This is an optimization exercise on Yosys and OpenROAD, whose aim is small area, not a production implementation. Only simulation tests tie the RTL to the original design; equivalence was not proved.

## juniper
==> flow/design.v <==
module id_stage_pipe #(
    parameter int XLEN     = 32,
    parameter int NUM_REGS = 32,
    parameter int RAW      = $clog2(NUM_REGS),
    parameter int LINK_REG = 31
) (
    input  logic               clk,
    input  logic               reset,
    input  logic               if_valid,
    input  logic [31:0]        if_instr,
    input  logic [31:0]        if_pc,
    output logic               id_ready,
    input  logic               wb_we,
    input  logic [RAW-1:0]     wb_addr,
    input  logic [XLEN-1:0]    wb_data,
    input  logic               ex_ready,
    input  logic               flush,
    output logic               ex_valid,
    output logic [31:0]        ex_pc,
    output logic [5:0]         ex_op,
    output logic [5:0]         ex_funct,
    output logic [4:0]         ex_shamt,
    output logic [XLEN-1:0]    ex_rs_data,
    output logic [XLEN-1:0]    ex_rt_data,
    output logic [XLEN-1:0]    ex_imm,
    output logic [25:0]        ex_target,
    output logic [RAW-1:0]     ex_dst,
    output logic               ex_regwrite,
    output logic               ex_memread,
    output logic               ex_memwrite
);
    localparam logic [RAW-1:0] LINK_ADDR = RAW'(LINK_REG);
    logic [NUM_REGS-1:1][XLEN-1:0] rf;
    logic [NUM_REGS-1:1] written;
    logic [5:0]      op;
    logic [RAW-1:0]  rs;
    logic [RAW-1:0]  rt;
    assign op = if_instr[31:26];
    assign rs = if_instr[21 +: RAW];
    assign rt = if_instr[16 +: RAW];
    logic [3:0]          whi;
    logic [7:0]          wlo;
    logic [NUM_REGS-1:1] we_lo, we_hi, wh_lo, wh_hi;
    always_comb begin
        for (int j = 0; j < 4; j++) whi[j] = wb_we && wb_addr[4:3] == 2'(j);
        for (int k = 0; k < 8; k++) wlo[k] = wb_addr[2:0] == 3'(k);
    end
    id_wgate u_we_lo (.hi(whi), .lo(wlo), .en(we_lo), .hold(wh_lo));
    id_wgate u_we_hi (.hi(whi), .lo(wlo), .en(we_hi), .hold(wh_hi));
    always_ff @(posedge clk or posedge reset) begin
        if (reset) written <= '0;
        else
            for (int i = 1; i < NUM_REGS; i++)
                if (we_lo[i]) written[i] <= 1'b1;
    end
    logic [NUM_REGS-1:1][XLEN-1:0] rf_nx;
    for (genvar i = 1; i < NUM_REGS; i++) begin : g_wr
        for (genvar b = 0; b < XLEN; b++) begin : g_b
            if (b < XLEN/2) begin : g_lo
                id_ao22 u_d (.a0(we_lo[i]), .b0(wb_data[b]), .a1(wh_lo[i]), .b1(rf[i][b]),
                             .y(rf_nx[i][b]));
            end else begin : g_hi
                id_ao22 u_d (.a0(we_hi[i]), .b0(wb_data[b]), .a1(wh_hi[i]), .b1(rf[i][b]),
                             .y(rf_nx[i][b]));
            end
        end
    end
    always_ff @(posedge clk) rf <= rf_nx;
    logic            byp_rs, byp_rt;
    logic [XLEN-1:0] rs_data, rt_data;
    assign byp_rs = wb_we && wb_addr == rs && rs != '0;
    assign byp_rt = wb_we && wb_addr == rt && rt != '0;
    logic ex_hold, ex_load, byp_rs_g, byp_rt_g;
    assign byp_rs_g = byp_rs && ex_load;
    assign byp_rt_g = byp_rt && ex_load;
    logic [3:0] hi_rs, hi_rt;
    logic [7:0] lo_rs, lo_rt;
    always_comb begin
        for (int j = 0; j < 4; j++) begin
            hi_rs[j] = ex_load && !byp_rs && rs[4:3] == 2'(j);
            hi_rt[j] = ex_load && !byp_rt && rt[4:3] == 2'(j);
        end
        for (int k = 0; k < 8; k++) begin
            lo_rs[k] = rs[2:0] == 3'(k);
            lo_rt[k] = rt[2:0] == 3'(k);
        end
    end
    logic [NUM_REGS-1:0] sel_rs_lo, sel_rs_hi, sel_rt_lo, sel_rt_hi;
    id_selgate u_sel_rs_lo (.hi(hi_rs), .lo(lo_rs), .byp(byp_rs_g), .written(written), .sel(sel_rs_lo));
    id_selgate u_sel_rs_hi (.hi(hi_rs), .lo(lo_rs), .byp(byp_rs_g), .written(written), .sel(sel_rs_hi));
    id_selgate u_sel_rt_lo (.hi(hi_rt), .lo(lo_rt), .byp(byp_rt_g), .written(written), .sel(sel_rt_lo));
    id_selgate u_sel_rt_hi (.hi(hi_rt), .lo(lo_rt), .byp(byp_rt_g), .written(written), .sel(sel_rt_hi));
    for (genvar b = 0; b < XLEN; b++) begin : g_rd
        logic [NUM_REGS-1:0] col;
        assign col[0] = wb_data[b];
        for (genvar i = 1; i < NUM_REGS; i++) begin : g_col
            assign col[i] = rf[i][b];
        end
        logic [NUM_REGS-1:0] s_rs, s_rt;
        if (b < XLEN/2) begin : g_lo
            assign s_rs = sel_rs_lo;
            assign s_rt = sel_rt_lo;
        end else begin : g_hi
            assign s_rs = sel_rs_hi;
            assign s_rt = sel_rt_hi;
        end
        id_rdbit u_rs (.sel({ex_hold, s_rs}), .d({ex_rs_data[b], col}), .y(rs_data[b]));
        id_rdbit u_rt (.sel({ex_hold, s_rt}), .d({ex_rt_data[b], col}), .y(rt_data[b]));
    end
    logic        ex_live;
    logic [31:0] ex_instr;
    logic [5:0]  eop;
    logic        rs_used, rt_used, stall;
    assign eop = ex_instr[31:26];
    assign ex_memread = (eop == 6'h23);
    always_comb begin
        rs_used = !(op == 6'h02 || op == 6'h03 || op == 6'h0F);
        rt_used = (op == 6'h00 || op == 6'h2B || op == 6'h04 || op == 6'h05);
        stall   = if_valid && ex_live && ex_memread && ex_instr[20:16] != '0 &&
                  ((rs_used && ex_instr[20:16] == rs) || (rt_used && ex_instr[20:16] == rt));
    end
    assign id_ready = !stall && (!ex_live || ex_ready);
    assign ex_load  = !ex_live || ex_ready;
    assign ex_hold  = !ex_load;
    always_ff @(posedge clk or posedge reset) begin
        if (reset)                  ex_live <= 1'b0;
        else if (flush)             ex_live <= 1'b0;
        else if (ex_live && !ex_ready) ex_live <= 1'b1;
        else if (stall)             ex_live <= 1'b0;
        else                        ex_live <= if_valid;
    end
    always_ff @(posedge clk) begin
        if (ex_load) begin
            ex_pc      <= if_pc;
            ex_instr   <= if_instr;
        end
        ex_rs_data <= rs_data;
        ex_rt_data <= rt_data;
    end
    assign ex_valid  = ex_live;
    assign ex_op     = eop;
    assign ex_funct  = ex_instr[5:0];
    assign ex_shamt  = ex_instr[10:6];
    assign ex_target = ex_instr[25:0];
    always_comb begin
        ex_dst      = '0;
        ex_regwrite = 1'b0;
        ex_memwrite = 1'b0;
        case (eop)
            6'h00: begin
                ex_dst      = ex_instr[15:11];
                ex_regwrite = (ex_instr[5:0] != 6'h08);
            end
            6'h08, 6'h09, 6'h0A, 6'h0B, 6'h0C, 6'h0D, 6'h0E, 6'h0F, 6'h23: begin
                ex_dst      = ex_instr[20:16];
                ex_regwrite = 1'b1;
            end
            6'h2B:   ex_memwrite = 1'b1;
            6'h03: begin
                ex_dst      = LINK_ADDR;
                ex_regwrite = 1'b1;
            end
            default: ;
        endcase
        case (eop)
            6'h0C, 6'h0D, 6'h0E: ex_imm = XLEN'(ex_instr[15:0]);
            6'h0F:               ex_imm = XLEN'({ex_instr[15:0], 16'h0000});
            default:             ex_imm = XLEN'($signed(ex_instr[15:0]));
        endcase
    end
endmodule
module id_wgate (
    input  logic [3:0]  hi,
    input  logic [7:0]  lo,
    output logic [31:1] en,
    output logic [31:1] hold
);
    for (genvar i = 1; i < 32; i++) begin : g_e
        assign en[i]   = hi[i / 8] && lo[i % 8];
        assign hold[i] = !(hi[i / 8] && lo[i % 8]);
    end
endmodule
module id_ao22 (
    input  logic a0, b0, a1, b1,
    output logic y
);
    assign y = (a0 & b0) | (a1 & b1);
endmodule
module id_selgate (
    input  logic [3:0]  hi,
    input  logic [7:0]  lo,
    input  logic        byp,
    input  logic [31:1] written,
    output logic [31:0] sel
);
    assign sel[0] = byp;
    for (genvar i = 1; i < 32; i++) begin : g_s
        assign sel[i] = hi[i / 8] && lo[i % 8] && written[i];
    end
endmodule
module id_rdbit (
    input  logic [32:0] sel,
    input  logic [32:0] d,
    output logic        y
);
    logic [10:0] n;
    logic [2:0]  p;
    for (genvar k = 0; k < 11; k++) begin : g_t
        id_aoi222 u_t (.a0(sel[3*k]),   .b0(d[3*k]),
                       .a1(sel[3*k+1]), .b1(d[3*k+1]),
                       .a2(sel[3*k+2]), .b2(d[3*k+2]), .y(n[k]));
    end
    id_nand4 u_p0 (.a(n[0]), .b(n[1]), .c(n[2]), .d(n[3]), .y(p[0]));
    id_nand4 u_p1 (.a(n[4]), .b(n[5]), .c(n[6]), .d(n[7]), .y(p[1]));
    id_nand3 u_p2 (.a(n[8]), .b(n[9]), .c(n[10]), .y(p[2]));
    id_or3   u_y  (.a(p[0]), .b(p[1]), .c(p[2]), .y(y));
endmodule
module id_aoi222 (
    input  logic a0, b0, a1, b1, a2, b2,
    output logic y
);
    assign y = ~((a0 & b0) | (a1 & b1) | (a2 & b2));
endmodule
module id_nand4 (
    input  logic a, b, c, d,
    output logic y
);
    assign y = ~(a & b & c & d);
endmodule
module id_nand3 (
    input  logic a, b, c,
    output logic y
);
    assign y = ~(a & b & c);
endmodule
module id_or3 (
    input  logic a, b, c,
    output logic y
);
    assign y = a | b | c;
endmodule
clock: 5.0 ns
lec_check: 0
cap_margin: 10
core_margin: 2
core_utilization: 55
place_density: 0.67
slew_margin: 10
synth_hierarchical: 1
standard.sh (not shown) runs the stock make flow with config.mk's settings and CLKGATE_MAP_FILE= SYNTH_SCRIPT=/design/flow/synth_recipe.tcl, a recipe that flattens the netlist after the stock synthesis.
==> flow/flow/run.sh <==
#!/bin/bash
# Own layout flow: the standard flow (standard.sh, unchanged synthesis) with
#  - port buffers made of the smallest plain buffer (buf_1) instead of the default pick,
#  - a clock tree of clkbuf_8 leaf clusters (up to 20 flops within 50 um), without dummy
#    balancing loads.
# Each tool's full output stays in orfs/logs/; make's own output goes to flow_make.log.
set -euo pipefail
export BUFFER_PORTS_ARGS="-buffer_cell sky130_fd_sc_hd__buf_1"
export CTS_ARGS="-sink_clustering_enable -repair_clock_nets -dont_use_dummy_load -buf_list {sky130_fd_sc_hd__clkbuf_8} -sink_clustering_size 20 -sink_clustering_max_diameter 50"
bash standard.sh finish > flow_make.log 2>&1
### juniper -> tundra
diff --git a/flow/design.v b/flow/design.v
--- a/flow/design.v
+++ b/flow/design.v
@@ -37,35 +37,28 @@
     logic [RAW-1:0]  rt;
     assign op = if_instr[31:26];
     assign rs = if_instr[21 +: RAW];
     assign rt = if_instr[16 +: RAW];
     logic [3:0]          whi;
     logic [7:0]          wlo;
-    logic [NUM_REGS-1:1] we_lo, we_hi, wh_lo, wh_hi;
+    logic [NUM_REGS-1:1] we, wh;
     always_comb begin
         for (int j = 0; j < 4; j++) whi[j] = wb_we && wb_addr[4:3] == 2'(j);
         for (int k = 0; k < 8; k++) wlo[k] = wb_addr[2:0] == 3'(k);
     end
-    id_wgate u_we_lo (.hi(whi), .lo(wlo), .en(we_lo), .hold(wh_lo));
-    id_wgate u_we_hi (.hi(whi), .lo(wlo), .en(we_hi), .hold(wh_hi));
+    id_wgate u_we (.hi(whi), .lo(wlo), .en(we), .hold(wh));
     always_ff @(posedge clk or posedge reset) begin
         if (reset) written <= '0;
         else
             for (int i = 1; i < NUM_REGS; i++)
-                if (we_lo[i]) written[i] <= 1'b1;
+                if (we[i]) written[i] <= 1'b1;
     end
     logic [NUM_REGS-1:1][XLEN-1:0] rf_nx;
     for (genvar i = 1; i < NUM_REGS; i++) begin : g_wr
         for (genvar b = 0; b < XLEN; b++) begin : g_b
-            if (b < XLEN/2) begin : g_lo
-                id_ao22 u_d (.a0(we_lo[i]), .b0(wb_data[b]), .a1(wh_lo[i]), .b1(rf[i][b]),
-                             .y(rf_nx[i][b]));
-            end else begin : g_hi
-                id_ao22 u_d (.a0(we_hi[i]), .b0(wb_data[b]), .a1(wh_hi[i]), .b1(rf[i][b]),
-                             .y(rf_nx[i][b]));
-            end
+            id_ao22 u_d (.a0(we[i]), .b0(wb_data[b]), .a1(wh[i]), .b1(rf[i][b]), .y(rf_nx[i][b]));
         end
     end
     always_ff @(posedge clk) rf <= rf_nx;
     logic            byp_rs, byp_rt;
     logic [XLEN-1:0] rs_data, rt_data;
     assign byp_rs = wb_we && wb_addr == rs && rs != '0;
==> comparison <==
- Across both runs, share of the yosys chip area belonging to registers was higher for tundra than for juniper.
- Delta (tundra minus juniper): final cell count without fillers ~0 delta; wire length -1600 um; critical path arrival +200 ps; area added between synthesis and finish +0.95 points; highest attainable clock frequency -0.0084 GHz.
- Ratio of routed vias to standard cells sits lower in tundra than in juniper.
- As far as max-slew violation count goes, juniper and tundra are indistinguishable; the numbers are identical.
- Status tundra: flow complete, layout not clean - capacitance limit

-- afterwards: timing with drivers on the ports --
Ports are ideal in the flow. The routed layouts listed here were re-timed in OpenROAD. Step 1, drivers: a clkbuf_16 drives clk and a buf_2 each remaining input, both assumed. Step 2 times the ports against the registers' clock, not the clock port: input delays grow and output delays shrink by t, the midpoint of the rising clock arrivals with the driver on. a / b / c = no drivers / after step 1 / after step 2; a / b = the first two.
run	t, ns	setup WS [ns]	slew at the worst register clock pin (ns)
juniper	0.809	0.685 / 0.721 / -0.088	0.12 / 0.12
tundra	0.811	0.523 / 0.529 / -0.283	0.12 / 0.12
The setup slack of tundra, which loses most, moves by +0.006 ns with the drivers and by -0.806 ns with both steps.
